What follows belongs to an exercise in optimizing a design on an open flow for small area and a short achievable clock period; a production flow would make more cautious choices. The RTL was checked by simulation tests, not by an equivalence proof against the original design. Power figures rest on the tool's default switching activity, not on a simulated workload.

[flow/config.mk]
export PLATFORM = sky130hd
export DESIGN_NAME = ram_peri_dp
export DESIGN_NICKNAME = ram_peri_dp
export VERILOG_FILES = /design/flow/design.v
export SDC_FILE = /design/flow/constraint.sdc
export NUM_CORES = 4
export LEC_CHECK = 0
export CAP_MARGIN = 20
export CORE_MARGIN = 2
export CORE_UTILIZATION = 62
export CTS_CLUSTER_DIAMETER = 60
export CTS_CLUSTER_SIZE = 25
export SETUP_SLACK_MARGIN = 1.8
export SLEW_MARGIN = 20
export SYNTH_HIERARCHICAL = 1
[flow/constraint.sdc]
create_clock -name core_clock -period 3.6 [get_ports {AClkH}]
set_input_delay 0.7200 -clock core_clock [delete_from_list [all_inputs] [get_ports {AClkH}]]
set_output_delay 0.7200 -clock core_clock [all_outputs]
set_load 0.01 [all_outputs]
[flow/design.v]
package ram_peri_pkg;
  typedef enum logic {INIT, RUN} state_e;
  localparam int CFillSeed = 1;
  function automatic logic [31:0] lfsr_taps(input int w);
    lfsr_taps = (w == 2)  ? 32'h0000_0003 :
                (w == 3)  ? 32'h0000_0006 :
                (w == 4)  ? 32'h0000_000C :
                (w == 5)  ? 32'h0000_0014 :
                (w == 6)  ? 32'h0000_0030 :
                (w == 7)  ? 32'h0000_0060 :
                (w == 8)  ? 32'h0000_00B8 :
                (w == 16) ? 32'h0000_B400 :
                (w == 32) ? 32'hA300_0000 :
                            32'h0000_00B8;
  endfunction
endpackage
module ram_peri_rd_pipe #(
  parameter int CDataLen = 16,
  parameter int CGrp = 4,
  parameter int COffLen = 2
) (
  input  logic                           clk,
  input  logic                           rst,
  input  logic                           en,
  input  logic                           vld_in,
  input  logic [CGrp-1:0][CDataLen-1:0]  grp_in,
  input  logic [COffLen-1:0]             off_in,
  input  logic                           old_hit_in,
  input  logic [CDataLen-1:0]            old_data_in,
  input  logic                           new_hit_in,
  input  logic [CDataLen-1:0]            new_data_in,
  output logic                           vld_out,
  output logic [CDataLen-1:0]            data_out
);
  logic                          vld0_q, old_sel0_q, new_sel0_q;
  logic [CGrp-1:0][CDataLen-1:0] grp0_q;
  logic [CGrp-1:0]               off0_q;    
  logic [CDataLen-1:0]           old_data0_q, new_data0_q, word;
  always_ff @(posedge clk) begin
    if (en) begin
      grp0_q <= grp_in;
      for (int k = 0; k < CGrp; k++) off0_q[k] <= off_in == COffLen'(k) && !old_hit_in && !new_hit_in;
      old_sel0_q <= old_hit_in && !new_hit_in;
      old_data0_q <= old_data_in;
      new_sel0_q <= new_hit_in;
      new_data0_q <= new_data_in;
    end
  end
  for (genvar b = 0; b < CDataLen; b++) begin : g_b
    logic [CGrp+1:0] d;
    for (genvar k = 0; k < CGrp; k++) begin : g_k
      assign d[k] = grp0_q[k][b];
    end
    assign d[CGrp] = old_data0_q[b];
    assign d[CGrp+1] = new_data0_q[b];
    ram_peri_andor #(.CN(CGrp+2)) u_or (.d(d), .s({new_sel0_q, old_sel0_q, off0_q}), .y(word[b]));
  end
  always_ff @(posedge clk) begin
    if (rst) begin
      vld0_q <= 1'b0;
      vld_out <= 1'b0;
      data_out <= '0;
    end else if (en) begin
      vld0_q <= vld_in;
      vld_out <= vld0_q;
      if (vld0_q) data_out <= word;
    end
  end
endmodule
import ram_peri_pkg::*;
module ram_peri_dec #(
  parameter int CLen = 8,
  parameter int CN = 224
) (
  input  logic            en,
  input  logic [CLen-1:0] idx,
  output logic [CN-1:0]   sel
);
  localparam int CHiLen = CLen / 2;
  localparam int CLoLen = CLen - CHiLen;
  logic [(1<<CHiLen)-1:0] hi;
  logic [(1<<CLoLen)-1:0] lo;
  for (genvar h = 0; h < (1 << CHiLen); h++) begin : g_hi
    assign hi[h] = en && idx[CLen-1 -: CHiLen] == CHiLen'(h);
  end
  for (genvar l = 0; l < (1 << CLoLen); l++) begin : g_lo
    assign lo[l] = idx[CLoLen-1:0] == CLoLen'(l);
  end
  for (genvar i = 0; i < CN; i++) begin : g_sel
    assign sel[i] = hi[i >> CLoLen] && lo[i % (1 << CLoLen)];
  end
endmodule
module ram_peri_andor #(parameter int CN = 8) (
  input  logic [CN-1:0] d,
  input  logic [CN-1:0] s,
  output logic          y
);
  assign y = |(d & s);
endmodule
module ram_peri_nor2 (input logic a, b, output logic y);
  assign y = !(a || b);
endmodule
module ram_peri_nand2 (input logic a, b, output logic y);
  assign y = !(a && b);
endmodule
module ram_peri_or28 (
  input  logic [27:0] d,
  input  logic [27:0] s,
  output logic        y
);
  logic [3:0] l2;
  logic [1:0] l3;
  for (genvar j = 0; j < 3; j++) begin : g_l2
    ram_peri_andor #(.CN(8)) u (.d(d[8*j +: 8]), .s(s[8*j +: 8]), .y(l2[j]));
  end
  ram_peri_andor #(.CN(4)) u_l2 (.d(d[27:24]), .s(s[27:24]), .y(l2[3]));
  ram_peri_nor2 u_l3a (.a(l2[0]), .b(l2[1]), .y(l3[0]));
  ram_peri_nor2 u_l3b (.a(l2[2]), .b(l2[3]), .y(l3[1]));
  ram_peri_nand2 u_l4 (.a(l3[0]), .b(l3[1]), .y(y));
endmodule
module ram_peri_dp #(
  parameter int CAddrLen = 8,
  parameter int CDataLen = 16,
  parameter int CDepth = 224,
  parameter int CRdLat = 2,
  parameter int CWrFirst = 1
) (
  input  logic                AClkH,
  input  logic                AResetH,
  input  logic                AClkHEn,
  input  logic [CAddrLen-1:0] AAddrWr,
  input  logic [CDataLen-1:0] AMosi,
  input  logic                AWrEn,
  input  logic [CAddrLen-1:0] AAddrRd,
  input  logic                ARdEn,
  output logic [CDataLen-1:0] AMiso,
  output logic                AMisoVld,
  output logic                ABusy
);
  localparam int COffLen = 3;    
  localparam int CGrp = 1 << COffLen;
  localparam int CNGrp = CDepth / CGrp;
  localparam logic [CAddrLen:0] CDepthW = (CAddrLen+1)'(CDepth);
  localparam logic [CAddrLen-1:0] CLast = CAddrLen'(CDepth - 1);
  logic                          run_q, busy_q;
  logic [CAddrLen-1:0]           cnt_q;
  logic [CDataLen-1:0]           mem_q [CDepth];
  logic [CDataLen-1:0]           fill, wr_data;
  logic [CGrp-1:0][CDataLen-1:0] rd_grp;
  logic [CNGrp-1:0]              rd_sel;
  logic [CDepth-1:0]             wr_sel;
  logic [CAddrLen-1:0]           wr_idx;
  logic                          wr_hit, wr_en, coll;
  logic                          wb_vld_q;
  logic [15:0]                   wb_hi_q, wb_lo_q;   
  logic [CAddrLen-1:0]           wb_addr_q;
  logic [CDataLen-1:0]           wb_data_q;
  localparam logic [CDataLen-1:0] CTaps = CDataLen'(ram_peri_pkg::lfsr_taps(CDataLen));
  logic [CDataLen-1:0] lfsr_q;
  always_ff @(posedge AClkH)
    if (AResetH) lfsr_q <= CDataLen'(CFillSeed);
    else if (AClkHEn && !run_q) lfsr_q <= (lfsr_q >> 1) ^ (lfsr_q[0] ? CTaps : '0);
  assign fill = lfsr_q;
  always_ff @(posedge AClkH) begin
    if (AResetH) begin
      run_q <= 1'b0;
      busy_q <= 1'b1;
      cnt_q <= '0;
    end else if (AClkHEn && !run_q) begin
      cnt_q <= cnt_q + 1'b1;
      run_q <= cnt_q == CLast;
      busy_q <= cnt_q != CLast;
    end
  end
  assign ABusy = busy_q;
  assign wr_hit = {1'b0, AAddrWr} < CDepthW;
  assign wr_en = !AResetH && AClkHEn && (run_q ? AWrEn && wr_hit : 1'b1);
  assign wr_idx = run_q ? AAddrWr : cnt_q;
  assign wr_data = run_q ? AMosi : fill;
  always_ff @(posedge AClkH) begin
    wb_vld_q <= wr_en;
    wb_addr_q <= wr_idx;
    wb_data_q <= wr_data;
    for (int h = 0; h < 16; h++) begin
      wb_hi_q[h] <= wr_en && wr_idx[7:4] == 4'(h);
      wb_lo_q[h] <= wr_idx[3:0] == 4'(h);
    end
  end
  for (genvar i = 0; i < CDepth; i++) begin : g_word
    assign wr_sel[i] = wb_hi_q[i/16] && wb_lo_q[i%16];
    always_ff @(posedge AClkH) if (wr_sel[i]) mem_q[i] <= wb_data_q;
  end
  ram_peri_dec #(.CLen(CAddrLen-COffLen), .CN(CNGrp)) u_rd_dec (
    .en (1'b1),
    .idx(AAddrRd[CAddrLen-1:COffLen]),
    .sel(rd_sel)
  );
  for (genvar k = 0; k < CGrp; k++) begin : g_k
    for (genvar b = 0; b < CDataLen; b++) begin : g_b
      logic [CNGrp-1:0] col;
      for (genvar g = 0; g < CNGrp; g++) begin : g_g
        assign col[g] = mem_q[g*CGrp+k][b];
      end
      ram_peri_or28 u_or (.d(col), .s(rd_sel), .y(rd_grp[k][b]));
    end
  end
  assign coll = AWrEn && wr_hit && AAddrWr == AAddrRd;
  ram_peri_rd_pipe #(.CDataLen(CDataLen), .CGrp(CGrp), .COffLen(COffLen)) u_rd_pipe (
    .clk     (AClkH),
    .rst     (AResetH),
    .en      (AClkHEn),
    .vld_in  (run_q && ARdEn),
    .grp_in  (rd_grp),
    .off_in  (AAddrRd[COffLen-1:0]),
    .old_hit_in (wb_vld_q && wb_addr_q == AAddrRd),
    .old_data_in(wb_data_q),
    .new_hit_in (coll),
    .new_data_in(AMosi),
    .vld_out (AMisoVld),
    .data_out(AMiso)
  );
endmodule
[flow/run.sh]
#!/bin/bash
# synth_recipe.tcl (not shown) runs the flow's synth.tcl, then flattens the netlist and writes it again
# the make line also repeats each setting of config.mk as NAME=value (left out here)
make -C /OpenROAD-flow-scripts/flow DESIGN_CONFIG=/design/flow/config.mk WORK_HOME=/design/flow/orfs CLKGATE_MAP_FILE= SYNTH_SCRIPT=/design/flow/synth_recipe.tcl finish
==> impl_metrics.env, run 1 <==
export IMPL_crit_chain="buf_6 > buf_8 > buf_6 > buf_6 > buf_6 > nand4bb_4 > buf_6 > nor2_4 > buf_6 > buf_12 > buf_12 > buf_16 > a22oi_2 > nand4_1 > nor2_4 > nand2_2"
export IMPL_r2r_start="u_rd_pipe.off0_q[7]"
export IMPL_fill_cells=12820
export IMPL_cts_hold_buf=0
export IMPL_met3_usage_pct=7.629
export IMPL_post_synth_cell_area_avg_um2=18.93
export IMPL_crit_top_cell="buf_6"
export IMPL_synthTopCellsByArea="edfxtp_1, a22oi_1, nand4_1"
export IMPL_finalClockSkew_ns=0.04457
export IMPL_start_util_pct=62.33
export IMPL_slew_headroom_pct=27.54
export IMPL_die_h_um=474.0
export IMPL_synth_main_ff_cell="edfxtp_1"
export IMPL_num_io_pins=55
export IMPL_root_buffer="clkbuf_16"
export IMPL_setup_worst_path_class="in2reg"
export IMPL_htreeDepth=4
export IMPL_insertion_delay_ns=0.91
export IMPL_synth_area_um2=137000
export IMPL_finalSetupViolations=0
export IMPL_die_area_um2=224700
export IMPL_leakage_uw=0.05273
export IMPL_syn_inst=7234
export IMPL_overflow=0
export IMPL_drt_iter0_drc=13100
export IMPL_numCtsBuffers=206
export IMPL_fin_cells=11460
export IMPL_crit_path_start="AAddrRd[5]"
export IMPL_routabilityCongestion=0.9051
export IMPL_drc=0
export IMPL_syn_to_final_growth_pct=19.60
export IMPL_finalWirelength_um=429700
export IMPL_cts_tree="yes"
export IMPL_port_buffers=54
export IMPL_synth_cell_types=53
export IMPL_status="timing/DRC/antenna clean"
export IMPL_routedWlPerCell_um=37.51
export IMPL_critPathMaxStageDelay_ns=0.29
export IMPL_irDropWorstVdd_mv=0.5446
export IMPL_drv_cap=0
export IMPL_grt_max_degree=114
export IMPL_layout_nets=8371
export IMPL_die_w_um=474.0
export IMPL_fin_crit_sh_pct=62.55
export IMPL_final_util_pct=74.55
export IMPL_power_uw=78820
export IMPL_critPathArrivalTime_ns=2.87
export IMPL_synth_top_area_share_pct=82.31
export IMPL_synth_edf_count=3754
export IMPL_grt_pass1_vias=75480
export IMPL_rsz0062_at_grt="true"
export IMPL_cts_buffer_depth=3
export IMPL_worst_ep_required_time_ns=4.22
export IMPL_cp_slowest_cell="nor2_4"
export IMPL_p_per_area_nw_per_um2=481.2
export IMPL_grt_pass1_wl_um=589100
export IMPL_path_max_fanout=6
export IMPL_hpwl_um=236500
export IMPL_antenna_found_initial=24
export IMPL_drt_first_pass_iters=7
export IMPL_async_reset_ff_share_pct=0
export IMPL_synth_top_area_cell="edfxtp_1"
export IMPL_hold_violations=0
export IMPL_clkTransAtPathRegs_ns=0.09
export IMPL_grt_busiest_layer="met2"
export IMPL_place_ws_ns=-0.2847
export IMPL_finalCriticalPeriod_ns=2.252
export IMPL_grt_use_met2_pct=59.04
export IMPL_hold_ws_ns=0.2654
export IMPL_core_region_area_um2=219700
export IMPL_hold_class="in2reg"
export IMPL_met1_usage_pct=52.84
export IMPL_dp_cells=10700
export IMPL_fin_ws_ns=1.348
export IMPL_fmaxAchievable_ghz=0.4441
export IMPL_yosysSeqAreaShare_pct=83.75
export IMPL_yosys_warnings=9
export IMPL_tightest_slew_ns=1.087
export IMPL_end_kind="register"
export IMPL_num_rows=172
export IMPL_cp_start_kind="primary input"
export IMPL_viasPerCell=7.065
export IMPL_ant_nets=0
export IMPL_vias=80950
export IMPL_slew_violations=0
export IMPL_hp_start="AClkHEn"
export IMPL_layout_drive_gt1_share_pct=25.15
export IMPL_ys_ff_latch=3853
export IMPL_grt_usage_pct=37.84
export IMPL_cts_sinks=3853
## synthesized netlist by cell type (all sizes together), types with 4 or more instances
cell type,instances
mux2,19
xnor2,21
a31oi,4
nand3,25
nand2b,6
buf,18
inv,8
a22oi,1840
mux2i,4
and2,225
nor2,332
edfxtp,3754
nand4,404
a22o,16
a21oi,37
a221oi,16
a21bo,16
clkbuf,40
nor3,7
o21ai,5
dfxtp,99
nand2,295
## flip-flops by register name (all words and copies together) (netlist names), 8 cells and up
signal and cells:
u_rd_pipe.grp0_q 128, u_rd_pipe.new_data0_q 16, wb_lo_q 16, wb_addr_q 8
lfsr_q 16, wb_data_q 16, u_rd_pipe.old_data0_q 16, cnt_q 8
u_rd_pipe.data_out 16, u_rd_pipe.off0_q 8, mem_q 3584, wb_hi_q 14
## area by class of cell
class	instances	area, um^2	share of cell area, %
sequential	3853	114800	70.11
clock buffer	227	5361	3.273
inverter	8	30.03	0.01833
clock inverter	136	1418	0.8654
tap	2958	3701	2.259
timing repair buffer	942	13070	7.981
multi-input combinational	3322	25350	15.48
antenna	11	27.53	0.01680
## routing by layer
metal	share of wire, %	up-vias
li1	-	32830
met1	36	41810
met2	47	5419
met3	12	879
met4	5.2	10
met5	0.020	-
## Yosys stat by module (local to each module, per instance), a selection
module | area, um^2 | times used
ram_peri_nor2 | 3.754 | 256
ram_peri_nand2 | 3.754 | 128
ram_peri_dp | 112100 | 1
## timing repair
item                                    in CTS  in global routing
gates cloned                                87                  9
endpoints found under the setup margin    3563                673
buffers inserted                           250                 42
gates resized for setup                   1070                262
pin swaps                                  481                325
## through the flow
stage	area [um^2]	setup TNS [ns]
2_1_floorplan	137300	0
3_5_place_dp	147000	-0.8680
5_1_grt	163800	0
3_3_place_gp	147000	-0.7926
6_report	163800	0
4_1_cts	162100	0
## path summary, 6_finish.rpt
path / endpoint / slack, ns / depth (start not counted)
worst min-delay path: u_rd_pipe.grp0_q[105] / 0.27 / 1
worst max register to register: u_rd_pipe.data_out[0] / 1.35 / 7
worst min register to register: lfsr_q[1] / 0.47 / 2
worst max-delay path: u_rd_pipe.grp0_q[49] / 1.35 / 16
## kinds of logic after synthesis
family          synth area share, %
flops                         83.75
compound gates                10.77
simple gates                  4.918
buf+inv                      0.2284
mux                          0.1855
xor+xnor                     0.1343
fa+ha+maj                  0.009134
other cells                0.002738
## cell usage in the layout (no fill, tap or decap), drive strengths merged, types with 6 or more instances in the layout
master / n
conb: 8
dfxtp: 99
clkdlybuf4s50: 27
xnor2: 21
mux2: 19
nand4: 404
bufinv: 10
a22o: 16
and2: 225
clkbuf: 235
a21bo: 16
clkinvlp: 20
nand2: 295
a22oi: 1840
bufbuf: 20
a21oi: 37
nor2: 332
diode: 11
inv: 68
clkinv: 46
nor3: 7
buf: 885
nand3: 25
edfxtp: 3754
nand2b: 6
a221oi: 16
## where the power goes
part | internal (uW) | switching (uW) | total (uW)
Clock | 11900 | 14900 | 26800
Sequential | 49100 | 481 | 49600
Combinational | 819 | 1620 | 2430
## worst max-delay path, delay by kind of cell
kind,cells,cell delay [ns]
buffers and inverters,10,1.19
and+or+nand+nor,5,0.79
AOI/OAI and AO/OA,1,0.15
==> run 2, diff against run 1 <==
--- a/flow/config.mk
+++ b/flow/config.mk
@@ -7,9 +7,9 @@
 export LEC_CHECK = 0
 export CAP_MARGIN = 20
 export CORE_MARGIN = 2
-export CORE_UTILIZATION = 62
+export CORE_UTILIZATION = 50
 export CTS_CLUSTER_DIAMETER = 60
 export CTS_CLUSTER_SIZE = 25
-export SETUP_SLACK_MARGIN = 1.8
+export SETUP_SLACK_MARGIN = 1.55
 export SLEW_MARGIN = 20
 export SYNTH_HIERARCHICAL = 1
==> run 2 against run 1 <==
  * Area after synthesis did not move
  * Setup slack lost 0.16 ns
  * Register-to-register slack lost 0.16 ns
  * Sequential share of layout area increased by 2.3 points
  * Synthesized cell count unchanged
  * Clock power up 9.0%
  * Non-clock buffer count fell by 243
  * Wire length decreased by 3.3%
  * Design area is 3.3% lower
  * Via count shrank 3.5%
  * Cell count rose by 3.8%
  * Fmax fell by 6.5%
  * Largest power group unchanged
==> impl_metrics.env, run 2 <==
export IMPL_slew_headroom_pct=18.28
export IMPL_regMostFlops="mem_q"
export IMPL_synthTopCellsByCount="edfxtp_1, a22oi_1, nand4_1"
export IMPL_path_buf_inv=1
export IMPL_antenna_found_initial=20
export IMPL_num_rows=192
export IMPL_synth_top_area_cell="edfxtp_1"
export IMPL_synth_edf_count=3754
export IMPL_fmaxAchievable_ghz=0.4154
export IMPL_insertion_delay_ns=0.95
export IMPL_viasPerCell=6.565
export IMPL_rsz0062_at_grt="true"
export IMPL_grt_usage_pct=29.00
export IMPL_cts_buffer_depth=4
export IMPL_cts_tree="yes"
export IMPL_synthTopCellsByArea="edfxtp_1, a22oi_1, nand4_1"
export IMPL_die_area_um2=278100
export IMPL_syn_inst=7234
export IMPL_clkTransAtPathRegs_ns=0.09
export IMPL_final_area_um2=158400
export IMPL_synth_most_common_cell="edfxtp_1"
export IMPL_yosys_warnings=9
export IMPL_fill_cells=20110
export IMPL_die_w_um=527.4
export IMPL_finalWirelength_um=415300
export IMPL_layout_drive_gt1_share_pct=16.97
export IMPL_final_common_cell="edfxtp_1"
export IMPL_numCtsBuffers=222
export IMPL_synth_cell_types=53
export IMPL_setup_worst_path_class="reg2reg"
export IMPL_hpwl_um=241900
export IMPL_grt_max_degree=146
export IMPL_end_kind="register"
export IMPL_core_region_area_um2=273100
export IMPL_synth_top_area_share_pct=82.31
export IMPL_crit_chain="buf_8 > a22o_4 > a221oi_4 > nand4_1 > nand3_2 > a21oi_2"
export IMPL_cp_start_kind="register"
export IMPL_overflow=0
export IMPL_synth_area_um2=137000
export IMPL_critPathMaxStageDelay_ns=0.59
export IMPL_irDropWorstVdd_mv=0.4133
export IMPL_start_util_pct=50.14
export IMPL_yosysSeqAreaShare_pct=83.75
export IMPL_drv_cap=0
export IMPL_worst_ep_required_time_ns=4.39
export IMPL_routedWlPerCell_um=34.91
export IMPL_cts_hold_buf=0
export IMPL_drt_iter0_drc=12040
export IMPL_root_buffer="clkbuf_16"
export IMPL_drc=0
export IMPL_finalClockSkew_ns=0.07240
export IMPL_layout_common_cells="edfxtp_1, a22oi_1, buf_4, nand4_1, nand2_1"
export IMPL_hold_violations=0
export IMPL_ant_nets=0
export IMPL_finalSetupViolations=0
export IMPL_fin_crit_sh_pct=66.87
export IMPL_path_max_fanout=6
export IMPL_finalCriticalPeriod_ns=2.407
export IMPL_die_h_um=527.4
export IMPL_layout_nets=8144
export IMPL_critPathArrivalTime_ns=3.20
export IMPL_routabilityCongestion=0.9182
export IMPL_reg_largest_list="mem_q (3584), u_rd_pipe.grp0_q (128)"
export IMPL_grt_pass1_vias=73530
export IMPL_drt_first_pass_iters=6
export IMPL_ys_ff_latch=3853
export IMPL_port_buffers=54
export IMPL_leakage_uw=0.05067
export IMPL_cts_sinks=3853
export IMPL_hold_class="in2reg"
export IMPL_synth_main_ff_cell="edfxtp_1"
export IMPL_async_reset_ff_share_pct=0
export IMPL_vias=78100
export IMPL_num_io_pins=55
export IMPL_hold_ws_ns=0.1536
export IMPL_htreeDepth=4
export IMPL_p_per_area_nw_per_um2=510.9
export IMPL_post_synth_cell_area_avg_um2=18.93
export IMPL_slew_violations=0
export IMPL_syn_to_final_growth_pct=15.68
export IMPL_grt_pass1_wl_um=573000
export IMPL_cp_top_family="compound AO/OA/AOI/OAI gates"
export IMPL_status="timing/DRC/antenna clean"
export IMPL_place_area_um2=146900
export IMPL_cp_slowest_cell="a221oi_4"
export IMPL_tightest_slew_ns=1.226
export IMPL_largest_reg_flops=3584
## run 2: changes by cell type in the layout (fill, tap and decap cells not counted), sizes merged
cell,before,now
clkdlybuf4s50,27,29
inv,68,57
buf,885,640
clkinvlp,20,23
bufbuf,20,12
dlygate4sd2,2,0
bufinv,10,22
diode,11,17
clkinv,46,71
clkbuf,235,262
## run 2: Yosys stat by module, one instance, submodules excluded, excerpt
module          cell area, um^2  flops+latches  times used
ram_peri_dp              112100           3665           1
ram_peri_nand2            3.754              0         128
ram_peri_nor2             3.754              0         256
## run 2: metal layers
layer | wire length, um | vias to the layer above | global-route usage (%)
met1 | 163200 | 40880 | 41.95
li1 | - | 32320 | -
met3 | 41430 | 577 | 4.465
met5 | 13 | - | 0
met4 | 17430 | 2 | 10.84
met2 | 193300 | 4318 | 44.83
## run 2: worst reg2reg max path, cell delays in order, from the launching register on
cell and delay [ns]:
edfxtp_1 0.43, buf_8 0.17, a22o_4 0.26, a221oi_4 0.59
nand4_1 0.50, nand3_2 0.24, a21oi_2 0.06
## run 2: layout make-up
class	count	area, um^2	share of cell area, %
inverters	8	30.03	0.01895
flip-flops and latches	3853	114800	72.46
clock buffers	244	5690	3.592
well taps	3589	4491	2.834
repair buffers	699	8192	5.170
multi-input cells	3322	23050	14.55
clock inverters	165	2143	1.353
diodes	17	42.54	0.02685
## run 2: final timing paths
kind	slack, ns	startpoint	cells after the start	to
min reg2reg	0.47	lfsr_q[3]	2	lfsr_q[2]
max	1.19	u_rd_pipe.off0_q[7]	6	u_rd_pipe.data_out[0]
max reg2reg	1.19	u_rd_pipe.off0_q[7]	6	u_rd_pipe.data_out[0]
min	0.15	AResetH	3	wb_vld_q
## run 2: power by group
group          switching (uW)  internal, uW  leakage (uW)  total (uW)
Clock                   15600         13700       0.00374       29200
Sequential                482         49100        0.0356       49600
Combinational            1470           645        0.0113        2110
Total                   17500         63400        0.0507       80900
## run 2: stage by stage
step                total power, uW  util, %  TNS, ns  cells  worst slack [ns]
floorplan                     51050        -        0   7241            0.2332
detailed placement            52440    53.76   -5.866  11300           -0.2487
finish                        80940    58.01        0  11900             1.193
CTS                           81120    57.52        0  11820             1.424
global route                  82840    57.99        0  11880             1.342
global placement              52410    53.76   -5.689  11300           -0.2488
## run 2: cells by family (layout without fill, tap and decap cells)
kind of cell             count (synthesis)  in the layout  synth area share, %
buffers and inverters                   66           1116               0.2284
AND/OR/NAND/NOR                       1321           1321                4.918
XOR/XNOR                                21             21               0.1343
flip-flops                            3853           3853                83.75
adder cells (fa/ha/maj)                  1              1             0.009134
multiplexers                            23             23               0.1855
other                                    1             25             0.002738
AO/OA/AOI/OAI                         1948           1948                10.77
## run 2: what timing repair did
item,in CTS,in global routing
gates cloned,19,16
resized for setup,369,151
pin swaps,58,73
setup buffers,97,44
setup endpoints to repair,2061,609
==> run 3, diff against run 2 <==
--- a/flow/config.mk
+++ b/flow/config.mk
@@ -7,9 +7,9 @@
 export LEC_CHECK = 0
 export CAP_MARGIN = 20
 export CORE_MARGIN = 2
-export CORE_UTILIZATION = 50
+export CORE_UTILIZATION = 55
 export CTS_CLUSTER_DIAMETER = 60
 export CTS_CLUSTER_SIZE = 25
-export SETUP_SLACK_MARGIN = 1.55
+export SETUP_SLACK_MARGIN = 1.6
 export SLEW_MARGIN = 20
 export SYNTH_HIERARCHICAL = 1
==> run 3 against run 2 <==
  * Worst hold slack better by 0.10 ns
  * First-iteration DRC count down 3.4%
  * Sequential power about the same
  * Cell count is 3.7% lower
  * Non-clock buffer count decreased by 149
  * Setup slack improved by 0.23 ns
  * Power is 2.5% lower
  * Area after synthesis is the same
  * Critical endpoint is now AMiso[8]
  * Largest power group unchanged
==> impl_metrics.env, run 3 <==
export IMPL_setup_worst_path_class="reg2out"
export IMPL_yosysSeqAreaShare_pct=83.75
export IMPL_synth_main_ff_cell="edfxtp_1"
export IMPL_drt_first_pass_iters=7
export IMPL_num_rows=183
export IMPL_grt_max_degree=149
export IMPL_end_kind="output pin"
export IMPL_die_area_um2=253000
export IMPL_post_synth_cell_area_avg_um2=18.93
export IMPL_grt_pass1_wl_um=559600
export IMPL_routedWlPerCell_um=35.23
export IMPL_ant_nets=0
export IMPL_start_util_pct=55.18
export IMPL_p_per_area_nw_per_um2=508.4
export IMPL_finalSetupTns_ns=0
export IMPL_insertion_delay_ns=0.91
export IMPL_path_buf_inv=1
export IMPL_grt_usage_pct=31.51
export IMPL_synth_xor_xnor_area_share_pct=0.1343
export IMPL_vias=77080
export IMPL_overflow=0
export IMPL_worst_ep_required_time_ns=2.88
export IMPL_syn_to_final_growth_pct=13.37
export IMPL_numCtsBuffers=211
export IMPL_reg_largest_list="mem_q (3584), u_rd_pipe.grp0_q (128)"
export IMPL_clkTransAtPathRegs_ns=0.10
export IMPL_wl_met1_um=158400
export IMPL_final_common_cell="edfxtp_1"
export IMPL_path_max_fanout=2
export IMPL_critPathArrivalTime_ns=1.46
export IMPL_grt_pass1_vias=72670
export IMPL_core_region_area_um2=248200
export IMPL_finalCriticalPeriod_ns=2.181
export IMPL_tightest_slew_ns=1.120
export IMPL_async_reset_ff_share_pct=0
export IMPL_layout_nets=7984
export IMPL_ys_ff_latch=3853
export IMPL_num_io_pins=55
export IMPL_regMostFlops="mem_q"
export IMPL_cp_top_family="flip-flops"
export IMPL_cp_slowest_cell="dfxtp_4"
export IMPL_drt_iter0_drc=11640
export IMPL_routabilityCongestion=0.8751
export IMPL_crit_chain="buf_6"
export IMPL_die_h_um=503.0
export IMPL_layout_drive_gt1_share_pct=14.83
export IMPL_yosys_area_share_simple_pct=4.918
export IMPL_synth_compound_area_share_pct=10.77
export IMPL_drc=0
export IMPL_die_w_um=503.0
export IMPL_critPathMaxStageDelay_ns=0.43
export IMPL_synth_edf_count=3754
export IMPL_hold_class="in2reg"
export IMPL_finalWirelength_um=403400
export IMPL_fmaxAchievable_ghz=0.4585
export IMPL_drv_cap=0
export IMPL_finalSetupViolations=0
export IMPL_synthTopCellsByCount="edfxtp_1, a22oi_1, nand4_1"
export IMPL_synth_top_area_share_pct=82.31
export IMPL_viasPerCell=6.731
export IMPL_wl_met2_um=189400
export IMPL_layout_common_cells="edfxtp_1, a22oi_1, nand4_1, buf_4, nand2_1"
export IMPL_syn_inst=7234
export IMPL_power_uw=78940
export IMPL_hold_violations=0
export IMPL_fill_cells=17590
export IMPL_antenna_found_initial=21
export IMPL_synth_most_common_cell="edfxtp_1"
export IMPL_synth_fa_ha_area_share_pct=0.009135
export IMPL_synth_area_um2=137000
export IMPL_cp_start_kind="register"
export IMPL_irDropWorstVdd_mv=0.5278
export IMPL_synthTopCellsByArea="edfxtp_1, a22oi_1, nand4_1"
export IMPL_status="timing/DRC/antenna clean"
export IMPL_htreeDepth=4
export IMPL_hpwl_um=243500
export IMPL_synth_cell_types=53
export IMPL_slew_headroom_pct=25.31
export IMPL_root_buffer="clkbuf_16"
export IMPL_synth_top_area_cell="edfxtp_1"
export IMPL_rsz0062_at_grt="true"
export IMPL_wl_met3_um=41440
export IMPL_cts_tree="yes"
export IMPL_slew_violations=0
export IMPL_finalClockSkew_ns=0.04325
export IMPL_cts_sinks=3853
export IMPL_largest_reg_flops=3584
export IMPL_yosys_warnings=9
export IMPL_fin_crit_sh_pct=60.59
export IMPL_leakage_uw=0.04935
export IMPL_cts_buffer_depth=3
export IMPL_synth_top_family_by_area="compound AO/OA/AOI/OAI gates"
export IMPL_synthMuxAreaShare_pct=0.1854
export IMPL_highest_layer="met5"
export IMPL_port_buffers=54
[run 3: stage by stage]
step           utilization [%]  cell area, um^2  cells  setup WS [ns]  hold WS, ns
2_1_floorplan                -           137300   7241         0.2332       0.4426
3_3_place_gp             59.10           146700  11020        -0.2276       0.4536
3_5_place_dp             59.10           146700  11020        -0.3164       0.4635
4_1_cts                  62.38           154800  11430          1.321       0.1851
5_1_grt                  62.55           155300  11440          1.370       0.2090
6_report                 62.56           155300  11450          1.419       0.2583
[run 3: Yosys stat by module (local to each module, per instance), a selection]
module / times used / cells / flip-flops and latches / area, um^2
ram_peri_dp: 1 / 4143 / 3665 / 112100
ram_peri_nor2: 256 / 1 / 0 / 3.754
ram_peri_nand2: 128 / 1 / 0 / 3.754
[run 3: worst paths after layout]
kind                         startpoint                   end  slack, ns  cells past startpoint
setup reg to reg             wb_hi_q[3]          mem_q[58][1]       1.53                      3
setup / recovery  u_rd_pipe.data_out[8]              AMiso[8]       1.42                      1
hold / removal                  AClkHEn  u_rd_pipe.new_sel0_q       0.26                      1
hold reg to reg               lfsr_q[6]             lfsr_q[5]       0.47                      2
[run 3: metal layers]
| metal | vias to the layer above | global-route usage, % |
|---|---|---|
| li1 | 32000 | - |
| met1 | 40280 | 45.77 |
| met2 | 4280 | 49.26 |
| met3 | 517 | 5.377 |
| met4 | 6 | 10.07 |
| met5 | - | 0 |
[run 3: power breakdown]
part	switching (uW)	internal [uW]	total (uW)
clock network	15200	12100	27300
logic	1410	581	1990
registers	491	49100	49600
total	17100	61800	78900
[run 3: area by class of cell]
type | count | area (um^2) | area share [%]
sequential | 3853 | 114800 | 73.95
clock inverter | 153 | 1633 | 1.052
antenna | 9 | 22.52 | 0.01450
multi-input combinational | 3322 | 22810 | 14.69
tap | 3330 | 4167 | 2.683
timing repair buffer | 550 | 6360 | 4.096
clock buffer | 226 | 5420 | 3.491
inverter | 8 | 30.03 | 0.01934
[run 3: kinds of logic (layout without fill, tap and decap cells)]
logic type	count (synthesis)	after routing
XOR/XNOR	21	21
other	1	17
flip-flops	3853	3853
multiplexers	23	23
buffers and inverters	66	937
adder cells (fa/ha/maj)	1	1
AO/OA/AOI/OAI	1948	1948
AND/OR/NAND/NOR	1321	1321
[run 3: timing repair]
action                                 in CTS  in global routing
cloned                                      6                  6
pin swaps                                  20                 20
resized for setup                         335                 73
buffers inserted                           24                  7
setup endpoints to repair                2571                517
hold buffers                                0                  0
endpoints found under the hold margin       0                  0
==> run 4, diff against run 3 <==
--- a/flow/config.mk
+++ b/flow/config.mk
@@ -8,8 +8,8 @@
 export CAP_MARGIN = 20
 export CORE_MARGIN = 2
 export CORE_UTILIZATION = 55
-export CTS_CLUSTER_DIAMETER = 60
-export CTS_CLUSTER_SIZE = 25
-export SETUP_SLACK_MARGIN = 1.6
+export CTS_CLUSTER_DIAMETER = 50
+export CTS_CLUSTER_SIZE = 20
+export SETUP_SLACK_MARGIN = 1.55
 export SLEW_MARGIN = 20
 export SYNTH_HIERARCHICAL = 1
==> run 4 against run 3 <==
  * Synthesized cell count unchanged
  * Sequential power about the same
  * Register-to-register slack about the same
  * Largest power group unchanged
  * Wire length up 1.7%
  * Cell count up 2.1%
  * Non-clock buffer count up 7
  * Count of clock-buffer cells in the layout up 135
  * Worst hold slack worse by 0.047 ns
  * Setup slack worse by 0.030 ns
  * Fmax down 1.4%
  * Critical endpoint is now AMiso[9]
  * Highest routed layer unchanged
  * Still clean on timing, DRC and antenna
==> impl_metrics.env, run 4 <==
export IMPL_fmaxAchievable_ghz=0.4523
export IMPL_p_per_area_nw_per_um2=560.9
export IMPL_pwr_share_clk_pct=42.5
export IMPL_post_synth_cell_area_avg_um2=18.93
export IMPL_setup_worst_path_class="reg2out"
export IMPL_cp_top_family="flip-flops"
export IMPL_layout_common_cells="edfxtp_1, a22oi_1, nand4_1, clkbuf_16, buf_4"
export IMPL_cp_start_kind="register"
export IMPL_critPathArrivalTime_ns=1.49
export IMPL_finalCriticalPeriod_ns=2.211
export IMPL_synth_area_um2=137000
export IMPL_slew_headroom_pct=23.09
export IMPL_finalSetupViolations=0
export IMPL_synth_top_area_share_pct=82.31
export IMPL_fin_cells=11690
export IMPL_end_kind="output pin"
export IMPL_hold_ws_ns=0.2115
export IMPL_root_buffer="clkbuf_16"
export IMPL_regMostFlops="mem_q"
export IMPL_dp_cells=11020
export IMPL_reg_largest_list="mem_q (3584), u_rd_pipe.grp0_q (128)"
export IMPL_vias=78080
export IMPL_final_common_cell="edfxtp_1"
export IMPL_ys_ff_latch=3853
export IMPL_syn_to_final_growth_pct=16.89
export IMPL_fin_ws_ns=1.389
export IMPL_num_io_pins=55
export IMPL_rsz0062_at_grt="true"
export IMPL_grt_pass1_wl_um=569000
export IMPL_seqPwrFrac_pct=55.3
export IMPL_syn_inst=7234
export IMPL_comb_power_share_pct=2.2
export IMPL_power_uw=89790
export IMPL_grt_usage_pct=32.05
export IMPL_clkTransAtPathRegs_ns=0.07
export IMPL_ant_nets=0
export IMPL_synthTopCellsByArea="edfxtp_1, a22oi_1, nand4_1"
export IMPL_critPathMaxStageDelay_ns=0.43
export IMPL_path_buf_inv=1
export IMPL_cp_slowest_cell="dfxtp_4"
export IMPL_multi_input_area_um2=22800
export IMPL_drt_iter0_drc=11150
export IMPL_tightest_slew_ns=1.154
export IMPL_slew_violations=0
export IMPL_insertion_delay_ns=0.96
export IMPL_drt_first_pass_iters=5
export IMPL_antenna_found_initial=20
export IMPL_leakage_uw=0.05166
export IMPL_async_reset_ff_share_pct=0
export IMPL_drc=0
export IMPL_start_util_pct=55.18
export IMPL_cts_buffer_depth=4
export IMPL_finalClockSkew_ns=0.04616
export IMPL_synth_cell_types=53
export IMPL_place_ws_ns=-0.3164
export IMPL_finalWirelength_um=410100
export IMPL_regArea_um2=114800
export IMPL_die_h_um=503.0
export IMPL_grt_max_degree=149
export IMPL_crit_chain="buf_6"
export IMPL_power_switching_share_pct=21.81
export IMPL_drv_cap=0
export IMPL_synth_top_area_cell="edfxtp_1"
export IMPL_layout_drive_gt1_share_pct=16.97
export IMPL_numCtsBuffers=343
export IMPL_r2r_setup_slack_ns=1.53
export IMPL_p_switching_uw=19580
export IMPL_yosys_warnings=9
export IMPL_die_area_um2=253000
export IMPL_cts_tree="yes"
export IMPL_die_w_um=503.0
export IMPL_hold_class="in2reg"
export IMPL_path_max_fanout=3
export IMPL_hpwl_um=243500
export IMPL_fill_cells=17130
export IMPL_viasPerCell=6.678
export IMPL_internal_power_uw=70200
export IMPL_htreeDepth=5
export IMPL_synth_edf_count=3754
export IMPL_finalSetupTns_ns=0
export IMPL_cts_sinks=3853
export IMPL_routedWlPerCell_um=35.07
export IMPL_num_rows=183
export IMPL_fin_crit_sh_pct=61.42
export IMPL_grt_pass1_vias=74180
export IMPL_routabilityCongestion=0.8751
export IMPL_synth_most_common_cell="edfxtp_1"
export IMPL_port_buffers=54
export IMPL_irDropWorstVdd_mv=0.5128
export IMPL_synthTopCellsByCount="edfxtp_1, a22oi_1, nand4_1"
export IMPL_synth_main_ff_cell="edfxtp_1"
export IMPL_overflow=0
export IMPL_hold_violations=0
export IMPL_yosysSeqAreaShare_pct=83.75
export IMPL_status="timing/DRC/antenna clean"
export IMPL_worst_ep_required_time_ns=2.88
export IMPL_core_region_area_um2=248200
export IMPL_layout_nets=8123
export IMPL_largest_reg_flops=3584
## run 4: cell counts after synthesis
Identical to the previous run, type by type.
## run 4: per-layer routing
layer | global-route usage [%] | vias up | routed length [um]
met2 | 49.78 | 4385 | 192800
li1 | - | 32440 | -
met1 | 45.95 | 40570 | 158100
met5 | 0 | - | 47
met3 | 5.741 | 687 | 42340
met4 | 11.90 | 6 | 16870
## run 4: area by class of cell
type | instances | area share [%]
multi-input combinational | 3322 | 14.24
timing repair buffer | 557 | 4.038
sequential | 3853 | 71.73
inverter | 8 | 0.01876
clock inverter | 247 | 1.870
antenna | 14 | 0.02188
clock buffer | 361 | 5.483
tap | 3330 | 2.603
## run 4: power groups by stage
stage               registers (uW)  clock network (uW)  logic (uW)
global placement             50600                   0        1820
detailed placement           50600                   0        1850
floorplan                    50400                   0         629
CTS                          49600               38600        1940
global route                 49600               40200        2080
finish                       49600               38200        1990
## run 4: logic make-up (layout without fill, tap and decap cells)
logic type | after synthesis | count (layout) | share of synthesized area (%)
AO/OA/AOI/OAI | 1948 | 1948 | 10.77
XOR/XNOR | 21 | 21 | 0.1343
adder cells (fa/ha/maj) | 1 | 1 | 0.009134
buffers and inverters | 66 | 1173 | 0.2284
flip-flops | 3853 | 3853 | 83.75
multiplexers | 23 | 23 | 0.1855
other | 1 | 22 | 0.002738
AND/OR/NAND/NOR | 1321 | 1321 | 4.918
## run 4: Yosys stat by module (local to each module, per instance), excerpt
module	cells inside	cell area, um^2	flip-flops and latches	times used
ram_peri_dp	4143	112100	3665	1
ram_peri_nand2	1	3.754	0	128
ram_peri_nor2	1	3.754	0	256
## run 4: what timing repair did
action                     4_1_cts  5_1_grt
hold buffers                     0        0
pin swaps                       17       30
setup buffers                   24        9
setup endpoints to repair     2110      363
cloned                          11        6
resized for setup              304       89
## run 4: final timing paths
kind,from,endpoint,depth (start not counted)
max,u_rd_pipe.data_out[9],AMiso[9],1
min,AClkHEn,u_rd_pipe.new_sel0_q,1
max reg2reg,wb_hi_q[13],mem_q[215][2],2
min reg2reg,lfsr_q[12],lfsr_q[11],2
## run 4: through the flow
stage	area, um^2	util [%]
3_5_place_dp	146700	59.10
6_report	160100	64.50
3_3_place_gp	146700	59.10
4_1_cts	159500	64.27
5_1_grt	160100	64.49
2_1_floorplan	137300	-

==> port drivers added, routing unchanged <==
The results above use ideal ports. As a check the final layouts listed here were re-extracted and re-timed, cells and wires unchanged.
Step 1 sets driving cells, clkbuf_16 on the clock port and buf_2 on the other inputs (assumed; they add their load-dependent delay and slew).
Step 2, shift: input delay + t, output delay - t, t = (earliest + latest rising clock arrival at the registers) / 2. This alone moves slack from input paths to output paths.
a / b / c = ideal / step 1 / step 2; a / b = the first two.
run	t, ns	slack for setup (ns)	worst data-port slew with drivers (ns)
run 1	0.968	1.348 / 1.333 / 0.429	0.05
run 2	1.037	1.193 / 1.193 / 0.526	0.05
run 3	0.986	1.419 / 1.325 / 0.576	0.06
run 4	1.052	1.389 / 1.284 / 0.540	0.06
After both steps setup and hold are still met in every run listed. The setup slack of run 1, which loses most, moves by -0.015 ns with the drivers and by -0.919 ns with both steps.
